This design comes from an exercise in tuning for small area, a short achievable clock period and few clock cycles per item on the open sky130 flow, not from production work. The RTL was checked by simulation tests, not by an equivalence proof against the original design.

## flow/design.v (module list and top-level ports; edited modules follow where they fit)
// module npu_requant: 938 lines
// module rq_fa: 4 lines
// module rq_ha: 4 lines
// module rq_bsel: 4 lines
// module rq_xor: 3 lines
// module rq_xnor: 3 lines
// module rq_mux2i: 3 lines
// module rq_nand2: 3 lines
// module rq_nor2: 3 lines
module npu_requant #(
  localparam int M_LEN  = 32,
  localparam int S_LEN  = 32,
  localparam int SH_LEN = 5
) (
  input  logic              clk_i,
  input  logic              rstn_i,
  input  logic              clear_i,
  input  logic [M_LEN-1:0]  acc_i,
  input  logic [S_LEN-1:0]  mult_i,
  input  logic [SH_LEN-1:0] shift_i,
  input  logic              valid_i,
  output logic              ready_o,
  output logic [M_LEN-1:0]  data_o,
  output logic              valid_o,
  input  logic              ready_i
);
  // ...
==> flow/run.sh <==
#!/bin/bash
# synth_recipe.tcl (not shown) runs the flow's synth.tcl, then flattens the netlist and writes it again
# the make line also repeats each setting of config.mk as NAME=value (left out here)
make -C /OpenROAD-flow-scripts/flow DESIGN_CONFIG=/design/flow/config.mk WORK_HOME=/design/flow/orfs CLKGATE_MAP_FILE= SYNTH_SCRIPT=/design/flow/synth_recipe.tcl finish
==> flow/config.mk <==
export PLATFORM = sky130hd
export DESIGN_NAME = npu_requant
export DESIGN_NICKNAME = npu_requant
export VERILOG_FILES = /design/flow/design.v
export SDC_FILE = /design/flow/constraint.sdc
export NUM_CORES = 4
export LEC_CHECK = 0
export CAP_MARGIN = 20
export CORE_MARGIN = 2
export CORE_UTILIZATION = 40
export SETUP_SLACK_MARGIN = 5
export SLEW_MARGIN = 20
export SYNTH_HIERARCHICAL = 1
export SYNTH_MINIMUM_KEEP_SIZE = 0
==> flow/constraint.sdc <==
create_clock -name core_clock -period 10.0 [get_ports {clk_i}]
set_input_delay 2.0000 -clock core_clock [delete_from_list [all_inputs] [get_ports {clk_i}]]
set_output_delay 2.0000 -clock core_clock [all_outputs]
set_load 0.01 [all_outputs]
==> run summary, run 1 <==
status finished clean; cts repair resizes 3; Filler cells 6865; non-clock buffer count 199; top cell type's share of synthesized area 30.8%; DR WL/cell 26.6 µm; setup TNS 0 ns; DRC Markers 0; number of library cell types mapped by synthesis 62; cell row count 100; Root Buffer clkbuf_16; RSZ-0062 raised after global routing no; Worst path slowest cell clkdlybuf4s50_1; sequential cell area share 19.4%; vias in the first global route 26300; Worst Skew 0.0259 ns; Core ar. 74700 µm²; met1 Usage GRT 33.6%; M2 GR Usage 40.5%; clk_buf instances 28; postcts setup bufs 0; largest net degree at the start of global routing 79; met3 routed WL 11.8 mm; worst hold slack 0.532 ns; top sig layer met5; Max Fclk 0.204 GHz; Hold EP v3_q$_DFFE_PN0P_; async set or reset register ratio after synthesis 1.36%; Avg Cell Area, Syn 11.4 µm²; largest family of logic cells by synthesized area adder cells; sequential cell area 6620 µm²; initial drt markers 2647; first-pass GRT wire length 156 mm; cell count along the critical path 2; FF-to-FF path depth 16; Critical Path, Cell by Cell buf_16 -> clkdlybuf4s50_1; Post-synth EDFFs 218
Testbench counts, summed over its fixed seeds: cycles 8,012, items 8,000.
==> run 2: changes to the inputs <==
==> flow/flow/run.sh (new file) <==
#!/bin/bash
# The standard ORFS layout (standard.sh) with different repair settings:
#   SETUP_SLACK_MARGIN=5.6 "BUFFER_PORTS_ARGS=-buffer_cell sky130_fd_sc_hd__buf_1"
# All of the flow's output goes to standard.log; ORFS keeps each step's log under orfs/logs.
set -euo pipefail
bash standard.sh SETUP_SLACK_MARGIN=5.6 "BUFFER_PORTS_ARGS=-buffer_cell sky130_fd_sc_hd__buf_1" finish > standard.log 2>&1
==> flow/standard.sh (new file) <==
#!/bin/bash
# synth_recipe.tcl (not shown) runs the flow's synth.tcl, then flattens the netlist and writes it again
# the make line also repeats each setting of config.mk as NAME=value (left out here)
make -C /OpenROAD-flow-scripts/flow DESIGN_CONFIG=/design/flow/config.mk WORK_HOME=/design/flow/orfs CLKGATE_MAP_FILE= SYNTH_SCRIPT=/design/flow/synth_recipe.tcl "${@:-finish}"
--- a/flow/config.mk
+++ b/flow/config.mk
@@ -10,2 +10,3 @@
 export CORE_UTILIZATION = 40
+export CTS_BUF_LIST = sky130_fd_sc_hd__clkbuf_8
 export SETUP_SLACK_MARGIN = 5
removed: flow/run.sh
==> run 2 against run 1 <==
Effect of this change:
- die area is the same
- critical endpoint is now b2_q[34]$_DFFE_PP_
- fmax grew 12%
- still clean on timing, DRC and antenna
- sequential share of layout area grew 0.20 points
- synthesized cell count is the same
- sequential cell count is the same
==> run summary, run 2 <==
status finished clean; Filler cells 6849 (-0.23%); Worst Skew 0.0175 ns (-0.00843 ns); total CTS buffers 40; DRT Wirelength 103 mm; max_cap viols 0; GRT Resource Usage Total 26.1%; Compound-Gate Fraction of Synth Area 13.9%; cell row count 100 (unchanged); largest net degree at the start of global routing 73 (-7.6%); Adder-Cell Fraction of Synth Area 35.9%; DR WL/cell 26.4 µm (-0.70%); Avg Cell Area, Syn 11.4 µm² (unchanged); depth of the CTS H-tree 2; worst hold slack 0.549 ns (+0.0177 ns); Synth Warn # 10; Critical Path, Cell by Cell buf_4 -> o22ai_1 -> xor2_1 -> fa_1 -> fa_1 -> fa_1 -> fa_1 -> fa_1 -> fa_1; I/O pins 108; post-synthesis instance total 2661; WP data required 10.34 ns; final slew viol count 0; Post-synth EDFFs 218 (unchanged); commonest non-fill, non-tap cell in the layout xor2_1; Max Fclk 0.228 GHz (+12%); antenna-violating nets left 0; Worst setup EP type flop; vias in the first global route 26300 (+0.038%); Worst path slowest cell fa_1; fin crit period 4.39 ns; Root Buffer clkbuf_8; simple-gate share of the synthesized area 3.91%; Worst-Skew Late Latency 0.60 ns; slew margin rel. 31.2%; RePlAce Congestion 0.909; area share of xor/xnor cells in the synthesized design 16.6%; starting density of the core 40.5%; Layout area overhead 11.3%; hold_sp v3_q$_DFFE_PN0P_; Die X 279 µm; CTS Sinks 221; initial antenna violation count 1; Hold Fails Final Rpt 0; Worst setup SP type flop; clock buffer depth 3; ys flop type edfxtp_1; critical path type reg -> reg; layout cells sized above 1 7.86%; Top reg by flops b2_q; area leader, netlist fa_1; Worst EP arrival 4.73 ns; async set or reset register ratio after synthesis 1.36% (unchanged); initial drt markers 2798 (+5.7%); CTS tree done; DRC Markers 0 (unchanged); period utilisation layout 43.9%; DRT Pass-1 Iters 6; RSZ-0062 raised after global routing yes; clock-pin slew on the worst setup and hold paths 0.06 ns; I/O Buffers 107; synthesized flop and latch total 221; # nets final 3564; final core utilization 45.1%; largest family of logic cells by synthesized area adder cells; placed cells 3807; post-synthesis sequential area ratio 21.9%; mux contribution to synthesized area 5.42%; Largest register FFs 48; Final Setup Violations 0; commonest cells after routing, fill and taps aside 523 x xor2_1, 514 x o22ai_1, 452 x fa_1, 218 x edfxtp_1, 178 x inv_1; syn_nets 3324; first-pass GRT wire length 156 mm (about the same); most instantiated library cell after synthesis xor2_1; crit path launch onen1_q[10]$_DFFE_PP_; slowest stage delay, CP 0.60 ns; top cell type's share of synthesized area 30.8% (unchanged); Post-Synthesis Cell Area 30300 µm²; Largest regs b2_q: 48 flops, a2_q: 47 flops; crit-path max FO 33; setup TNS 0 ns (unchanged); via count 24500; die area 77900 µm²; vias per cell 6.29; R2R Path Start onen1_q[10]$_DFFE_PP_; number of library cell types mapped by synthesis 62 (unchanged); largest cells by area after synthesis fa_1 31%, edfxtp_1 22%, xor2_1 15%, o22ai_1 11%, mux2i_1 5.4%; CTS Hold Bufs 0; worst hold path type reg -> reg; Die Span Y 279 µm; Core ar. 74700 µm² (unchanged); Cell Count, Final, Fillers Out 3898; Synth top cells by count 523 x xor2_1, 516 x o22ai_1, 466 x fa_1, 218 x edfxtp_1, 173 x inv_1; Detailed Place HPWL 65.5 mm; CP most frequent cell fa_1; Overflow after GRT 0; slew at the pin closest to its max-slew limit 1.03 ns
## run 2: cell count changes in the layout (fill, tap and decap cells not counted), moves of 18 or more
cell	delta
clkdlybuf4s50_1	-106
buf_1	+105
clkbuf_16	-26
clkbuf_8	+40
buf_6	+18
## run 2: cell type report
cell class	count	area, µm²	share of cell area, %
Antenna cell	1	2.50	0.00742
Clock buffer	40	551	1.63
Clock inverter	29	203	0.601
Inverter	173	653	1.94
Multi-Input combinational cell	2249	23200	68.7
Sequential cell	221	6620	19.6
Tap cell	969	1210	3.60
Timing Repair Buffer	215	1320	3.91
Timing Repair inverter	1	5.00	0.0148
## run 2: worst paths after layout
path / to / slack [ns] / depth (start not counted)
setup reg to reg: b2_q[34]$_DFFE_PP_ / 5.61 / 9
hold / removal: v3_q$_DFFE_PN0P_ / 0.55 / 2
hold reg to reg: v3_q$_DFFE_PN0P_ / 0.55 / 2
max in group asynchronous: v2_q$_DFFE_PN0P_ / 8.64 / 1
setup / recovery: b2_q[34]$_DFFE_PP_ / 5.61 / 9
min in group asynchronous: v3_q$_DFFE_PN0P_ / 1.20 / 1
## run 2: metrics by stage
step                      area [µm²]  setup WS, ns
final                          33700          5.61
after floorplan                30300          5.48
after global routing           33700          5.55
after CTS                      33400          5.60
after global placement         32500          5.16
after detailed placement       32500          5.09
## run 2: modules after synthesis (local to each module, per instance), excerpt
module / cell area [µm²] / times used / cells inside / flops+latches
rq_nor2: 3.75 / 1 / 1 / 0
npu_requant: 11000 / 1 / 932 / 221
rq_xor: 8.76 / 512 / 1 / 0
rq_mux2i: 10.0 / 160 / 1 / 0
rq_xnor: 8.76 / 16 / 1 / 0
rq_nand2: 3.75 / 31 / 1 / 0
rq_bsel: 6.26 / 512 / 1 / 0
## run 2: critical path: cells and delay by family (launching register included)
family | cells | cell delay [ns]
adder cells (fa/ha/maj) | 6 | 2.93
flip-flops | 1 | 0.32
AO/OA/AOI/OAI | 1 | 0.17
XOR/XNOR | 1 | 0.18
buffers and inverters | 1 | 0.53
## run 2: what timing repair did
item | 4_1_cts | 5_1_grt
setup buffers | 11 | 8
cloned | 1 | 1
endpoints found under the hold margin | 0 | 0
setup endpoints to repair | 63 | 54
pin swaps | 1 | 10
resized for setup | 12 | 42
## run 2: kinds of logic (layout without fill, tap and decap cells)
group,Yosys count,count (layout)
buf+inv,191,458
simple gates,262,262
flops,221,221
compound gates,660,660
xor+xnor,574,574
other cells,0,1
mux,164,164
fa+ha+maj,589,589
## run 2: layer usage
metal | track usage, % | share of wire (%)
met1 | 34.0 | 39
met2 | 40.0 | 44
met3 | 8.08 | 12
met4 | 11.6 | 4.5
met5 | 0 | 0
==> run 3: changes to the inputs <==
--- a/flow/config.mk
+++ b/flow/config.mk
@@ -10,3 +10,4 @@
 export CORE_UTILIZATION = 40
-export CTS_BUF_LIST = sky130_fd_sc_hd__clkbuf_8
+export CTS_BUF_LIST = sky130_fd_sc_hd__clkbuf_4 sky130_fd_sc_hd__clkbuf_8
+export CTS_CLUSTER_SIZE = 30
 export SETUP_SLACK_MARGIN = 5
==> run 3 against run 2 <==
Effect of this change:
- area after synthesis unchanged
- worst setup slack improved by 0.0037 ns
- wire length about the same
- sequential cell count unchanged
==> run summary, run 3 <==
CTS Hold Bufs 0 (unchanged); initial antenna violation count 1 (unchanged); DR WL/cell 26.4 µm (about the same); ys flop type edfxtp_1; number of library cell types mapped by synthesis 62 (unchanged); largest cells by area after synthesis fa_1 31%, edfxtp_1 22%, xor2_1 15%, o22ai_1 11%, mux2i_1 5.4%; Max Fclk 0.228 GHz (about the same); synthesized flop and latch total 221 (unchanged); final worst slack 5.61 ns (+0.00368 ns); Post-synth EDFFs 218 (unchanged); Die X 279 µm (unchanged); initial drt markers 2558 (-8.6%); area leader, netlist fa_1; starting density of the core 40.5% (unchanged); period utilisation layout 43.9% (about the same); critical path type reg -> reg; # nets final 3564 (unchanged); Setup WS pre-CTS 5.09 ns (unchanged); vias per cell 6.30 (+0.19%); via count 24600 (+0.19%); RePlAce Congestion 0.909 (unchanged); first-pass GRT wire length 156 mm (unchanged); layout cells sized above 1 8.06% (+0.20 points); Worst setup EP type flop; commonest non-fill, non-tap cell in the layout xor2_1; post-synthesis sequential area ratio 21.9% (unchanged); Hold Fails Final Rpt 0 (unchanged); Die Span Y 279 µm (unchanged); slew at the pin closest to its max-slew limit 1.04 ns (+0.0114 ns); Synth Warn # 10 (unchanged); Detailed Place HPWL 65.5 mm (unchanged); I/O pins 108 (unchanged); fin crit period 4.39 ns (-0.00368 ns); top cell type's share of synthesized area 30.8% (unchanged); Overflow after GRT 0 (unchanged); status finished clean; total CTS buffers 40 (unchanged); Cell Count, Final, Fillers Out 3898 (unchanged); Final Setup Violations 0 (unchanged); syn_nets 3324 (unchanged); Synth top cells by count 523 x xor2_1, 516 x o22ai_1, 466 x fa_1, 218 x edfxtp_1, 173 x inv_1; Worst EP arrival 4.73 ns (about the same); Top reg by flops b2_q; die area 77900 µm² (unchanged); async set or reset register ratio after synthesis 1.36% (unchanged); slew margin rel. 30.4% (-0.76 points); Avg Cell Area, Syn 11.4 µm² (unchanged); clock-pin slew on the worst setup and hold paths 0.06 ns (about the same); max_cap viols 0 (unchanged); Post-Synthesis Cell Area 30300 µm² (unchanged); commonest cells after routing, fill and taps aside 523 x xor2_1, 514 x o22ai_1, 452 x fa_1, 218 x edfxtp_1, 172 x inv_1; Worst setup SP type flop; worst hold slack 0.548 ns (-0.00149 ns); WP data required 10.34 ns (about the same); Core ar. 74700 µm² (unchanged); GRT Resource Usage Total 26.1% (unchanged); worst hold path type reg -> reg; depth of the CTS H-tree 2 (unchanged); vias in the first global route 26300 (unchanged); post-synthesis instance total 2661 (unchanged); RSZ-0062 raised after global routing yes; DRT Pass-1 Iters 9 (+3); setup TNS 0 ns (unchanged); Layout area overhead 11.4% (about the same); most instantiated library cell after synthesis xor2_1; placed cells 3807 (unchanged); antenna-violating nets left 0 (unchanged); largest net degree at the start of global routing 73 (unchanged); Largest regs b2_q: 48 flops, a2_q: 47 flops; CTS tree done; Worst-Skew Late Latency 0.60 ns (about the same); cell row count 100 (unchanged); Root Buffer clkbuf_8; DRT Wirelength 103 mm (about the same); clock buffer depth 3 (unchanged); CTS Sinks 221 (unchanged); crit-path max FO 33 (unchanged); I/O Buffers 107 (unchanged); Worst Skew 0.0169 ns (-0.000576 ns); DRC Markers 0 (unchanged); Largest register FFs 48 (unchanged); final slew viol count 0 (unchanged)
==> run 3: cell counts after synthesis <==
Identical to the previous run, type by type.
==> run 3: cell type report <==
cell class / instances / area (µm²)
fillers: 6850 / 41000
multi-input cells: 2249 / 23200
flip-flops and latches: 221 / 6620
repair buffers: 215 / 1320
well taps: 969 / 1210
inverters: 173 / 653
clock buffers: 46 / 596
clock inverters: 23 / 180
repair inverters: 1 / 5.00
diodes: 1 / 2.50
==> run 3: metrics by stage <==
step	utilization [%]	area [µm²]
global route	45.2	33700
global placement	43.6	32500
detailed placement	43.6	32500
CTS	44.8	33500
finish	45.2	33700
floorplan	-	30300
==> run 3: path summary, 6_finish.rpt <==
kind / slack, ns / endpoint / startpoint / depth (start not counted)
max: 5.61 / b2_q[34]$_DFFE_PP_ / onen1_q[10]$_DFFE_PP_ / 9
min: 0.55 / v3_q$_DFFE_PN0P_ / v3_q$_DFFE_PN0P_ / 2
max reg2reg: 5.61 / b2_q[34]$_DFFE_PP_ / onen1_q[10]$_DFFE_PP_ / 9
min reg2reg: 0.55 / v3_q$_DFFE_PN0P_ / v3_q$_DFFE_PN0P_ / 2
max in group asynchronous: 8.64 / v2_q$_DFFE_PN0P_ / rstn_i / 1
min in group asynchronous: 1.20 / v3_q$_DFFE_PN0P_ / rstn_i / 1
==> run 3: worst max-delay path: stages (launching register included) <==
cell,delay [ns]
edfxtp_1,0.32
buf_4,0.53
o22ai_1,0.17
xor2_1,0.18
fa_1,0.52
fa_1,0.60
fa_1,0.45
fa_1,0.43
fa_1,0.52
fa_1,0.40
==> run 3: cells by family after synthesis <==
kind of cell | after synthesis | share of synthesized area (%)
compound gates | 660 | 13.9
mux | 164 | 5.42
flops | 221 | 21.9
xor+xnor | 574 | 16.6
simple gates | 262 | 3.91
buf+inv | 191 | 2.38
fa+ha+maj | 589 | 35.9
==> run 3: layer usage <==
metal / vias to the layer above / GRT usage (%) / share of wire, %
li1: 10200 / - / -
met1: 12200 / 34.0 / 39
met2: 1803 / 40.0 / 44
met3: 412 / 8.10 / 12
met4: 0 / 11.6 / 4.6
met5: - / 0 / 0
==> run 3: Yosys stat by module, one instance, submodules excluded <==
module       flip-flops and latches  cells
npu_requant                     221    932
rq_fa                             0      1
rq_ha                             0      1
rq_mux2i                          0      1
rq_xnor                           0      1
rq_xor                            0      1
rq_bsel                           0      1
rq_nand2                          0      1
rq_nor2                           0      1
==> run 3: timing repair <==
action                                  in CTS  in global routing
gates cloned                                 1                  1
pin swaps                                    1                 10
gates resized for setup                     12                 42
setup buffers                               11                  8
endpoints found under the setup margin      63                 54
==> run 4: changes to the inputs <==
--- a/flow/config.mk
+++ b/flow/config.mk
@@ -10,4 +10,2 @@
 export CORE_UTILIZATION = 40
-export CTS_BUF_LIST = sky130_fd_sc_hd__clkbuf_4 sky130_fd_sc_hd__clkbuf_8
-export CTS_CLUSTER_SIZE = 30
 export SETUP_SLACK_MARGIN = 5
==> run 4 against run 3 <==
Effect of this change:
- cell area up 0.45%
- die area unchanged
- synthesized cell count unchanged
- count of clock-buffer cells in the layout down 14
- critical path depth unchanged
- sequential cell count unchanged
- still clean
==> run summary, run 4 <==
Largest regs b2_q: 48 flops, a2_q: 47 flops; RePlAce Congestion 0.909 (unchanged); Die Span Y 279 µm (unchanged); # nets final 3547 (-0.48%); met1 Usage GRT 34.3% (+0.28 points); largest net degree at the start of global routing 73 (unchanged); total CTS buffers 27 (-33%); final slew viol count 0 (unchanged); Layout area overhead 11.9%; synthesized flop and latch total 221 (unchanged); GRT Resource Usage Total 26.1% (about the same); CTS Hold Bufs 0 (unchanged); CP most frequent cell fa_1; status finished clean; Overflow after GRT 0 (unchanged); worst hold path type reg -> reg; Cell Count, Final, Fillers Out 3876 (-0.56%); Worst path slowest cell fa_1; DRT Wirelength 103 mm (about the same); depth of the CTS H-tree 1 (-1); async set or reset register ratio after synthesis 1.36% (unchanged); slew at the pin closest to its max-slew limit 1.02 ns (-0.0224 ns); Final Setup Violations 0 (unchanged); crit-path max FO 32 (-3.0%); slowest stage delay, CP 0.60 ns (about the same); clock-pin slew on the worst setup and hold paths 0.06 ns (about the same); Hold Fails Final Rpt 0 (unchanged); commonest non-fill, non-tap cell in the layout xor2_1; initial antenna violation count 0 (-1); Avg Cell Area, Syn 11.4 µm² (unchanged); layout cells sized above 1 7.47% (-0.59 points); period utilisation layout 43.8% (-0.093 points); Worst Skew 0.0317 ns (+0.0148 ns); DR WL/cell 26.6 µm (+0.67%); Worst EP arrival 4.69 ns (-0.04 ns); post-synthesis sequential area ratio 21.9% (unchanged); GR Util met3 7.74% (-0.36 points); Post-synth EDFFs 218 (unchanged); Detailed Place HPWL 65.5 mm (unchanged); CP top delay family adder cells; setup TNS 0 ns (unchanged); syn_nets 3324 (unchanged); Root Buffer clkbuf_16; RSZ-0062 raised after global routing no; clock buffer depth 3 (unchanged); worst path buffer plus inverter count 1 (unchanged); vias per cell 6.33 (+0.53%); area leader, netlist fa_1; critical path type reg -> reg; Post-Synthesis Cell Area 30300 µm² (unchanged); R2R setup slack 5.62 ns (about the same); vias in the first global route 26200 (-0.36%); starting density of the core 40.5% (unchanged); Worst setup SP type flop; DRC Markers 0 (unchanged); top cell type's share of synthesized area 30.8% (unchanged); M2 GR Usage 40.3% (+0.24 points); initial drt markers 3029 (+18%); Setup WS pre-CTS 5.09 ns (unchanged); antenna-violating nets left 0 (unchanged); CTS Sinks 221 (unchanged); Filler cells 6818 (-0.47%); Die X 279 µm (unchanged); DRT Pass-1 Iters 6 (-3); number of library cell types mapped by synthesis 62 (unchanged); fin crit period 4.38 ns (-0.00934 ns); die area 77900 µm² (unchanged); slew margin rel. 31.9% (+1.5 points); first-pass GRT wire length 156 mm (+0.19%); I/O pins 108 (unchanged); via count 24500 (-0.033%); I/O Buffers 107 (unchanged); placed cells 3807 (unchanged); Largest register FFs 48 (unchanged); Worst-Skew Late Latency 0.59 ns (about the same); worst hold slack 0.546 ns (-0.00143 ns); CTS tree done; Synth top cells by count 523 x xor2_1, 516 x o22ai_1, 466 x fa_1, 218 x edfxtp_1, 173 x inv_1; GRT Max-Usage Layer met2; most instantiated library cell after synthesis xor2_1; Synth Warn # 10 (unchanged); Critical Path, Cell by Cell buf_4 -> o22ai_1 -> xor2_1 -> fa_1 -> fa_1 -> fa_1 -> fa_1 -> fa_1 -> fa_1; Max Fclk 0.228 GHz (+0.21%); largest cells by area after synthesis fa_1 31%, edfxtp_1 22%, xor2_1 15%, o22ai_1 11%, mux2i_1 5.4%; final worst slack 5.62 ns (+0.00934 ns); max_cap viols 0 (unchanged); Top reg by flops b2_q; Core ar. 74700 µm² (unchanged); post-synthesis instance total 2661 (unchanged); commonest cells after routing, fill and taps aside 522 x xor2_1, 513 x o22ai_1, 452 x fa_1, 218 x edfxtp_1, 172 x inv_1; cell row count 100 (unchanged); WP data required 10.31 ns (-0.03 ns); Worst setup EP type flop; ys flop type edfxtp_1
run 4: per-layer routing:
metal | share of wire, % | vias up
li1 | - | 10100
met1 | 40 | 12300
met2 | 44 | 1720
met3 | 12 | 381
met4 | 4.5 | 0
met5 | 0 | -
run 4: what timing repair did:
item	in CTS	in global routing
hold endpoints to repair	0	0
pin swaps	1	8
endpoints found under the setup margin	62	54
resized for setup	12	51
gates cloned	1	1
buffers inserted	10	5
run 4: per-stage QoR:
| step | util, % | instance area, µm² |
|---|---|---|
| after global placement | 43.6 | 32500 |
| after floorplan | - | 30300 |
| after detailed placement | 43.6 | 32500 |
| after CTS | 45.0 | 33600 |
| after global routing | 45.4 | 33900 |
| final | 45.4 | 33900 |
run 4: logic make-up after synthesis:
family	synth area share, %
flip-flops	21.9
AO/OA/AOI/OAI	13.9
multiplexers	5.42
adder cells (fa/ha/maj)	35.9
AND/OR/NAND/NOR	3.91
buffers and inverters	2.38
XOR/XNOR	16.6
run 4: modules after synthesis (local to each module, per instance), excerpt:
module | cells inside | times used | flops+latches | cell area (µm²)
npu_requant | 932 | 1 | 221 | 11000
rq_fa | 1 | 466 | 0 | 20.0
rq_ha | 1 | 31 | 0 | 12.5
rq_mux2i | 1 | 160 | 0 | 10.0
rq_xor | 1 | 512 | 0 | 8.76
rq_bsel | 1 | 512 | 0 | 6.26
rq_nand2 | 1 | 31 | 0 | 3.75
run 4: worst min-delay path: cells and delay by family, from the launching register on:
family	cells	cell delay [ns]
flops	1	0.35
mux	1	0.07
simple gates	1	0.08
run 4: path summary, 6_finish.rpt:
| check | to | startpoint | cells past startpoint |
|---|---|---|---|
| hold / removal | v3_q$_DFFE_PN0P_ | v3_q$_DFFE_PN0P_ | 2 |
| min in group asynchronous | v2_q$_DFFE_PN0P_ | rstn_i | 1 |
| setup / recovery | b2_q[34]$_DFFE_PP_ | twon1_q[8]$_DFFE_PP_ | 9 |
| max in group asynchronous | v1_q$_DFFE_PN0P_ | rstn_i | 1 |
| setup reg to reg | b2_q[34]$_DFFE_PP_ | twon1_q[8]$_DFFE_PP_ | 9 |
| hold reg to reg | v3_q$_DFFE_PN0P_ | v3_q$_DFFE_PN0P_ | 2 |
run 4: layout make-up:
class | instances | area (µm²) | area share (%)
inverter | 173 | 653 | 1.93
multi-input combinational | 2249 | 23200 | 68.4
sequential | 221 | 6620 | 19.5
timing repair inverter | 1 | 5.00 | 0.0148
clock buffer | 32 | 694 | 2.05
clock inverter | 18 | 214 | 0.631
timing repair buffer | 211 | 1300 | 3.84
antenna | 2 | 5.00 | 0.0148
tap | 969 | 1210 | 3.58

what the ideal ports hide:
The results above use ideal ports. As a check the final layouts listed here were re-extracted and re-timed, cells and wires unchanged. Step 1 (the two cells are an assumption about what drives the block):
set clk [get_ports {clk_i}]
set_driving_cell -lib_cell sky130_fd_sc_hd__clkbuf_16 $clk
set_driving_cell -lib_cell sky130_fd_sc_hd__buf_2 [delete_from_list [all_inputs] $clk]
Step 2 times the ports against the registers' clock, not the clock port: input delays grow and output delays shrink by t, the midpoint of the rising clock arrivals with the driver on. Slacks: ideal / step 1 / step 2; pairs: ideal / step 1.
run	shift t [ns]	setup WS [ns]	slew at the worst register clock pin (ns)	worst slew at a driven data input, ns
run 1	0.634	5.092 / 5.001 / 5.001	0.06 / 0.06	0.09
run 2	0.649	5.605 / 5.565 / 5.565	0.06 / 0.06	0.11
run 3	0.649	5.609 / 5.565 / 5.565	0.07 / 0.07	0.11
run 4	0.647	5.618 / 5.554 / 5.554	0.07 / 0.07	0.12
After both steps setup and hold are still met in every run listed. The setup slack of run 1, which loses most, moves by -0.091 ns with the drivers and by -0.091 ns with both steps.
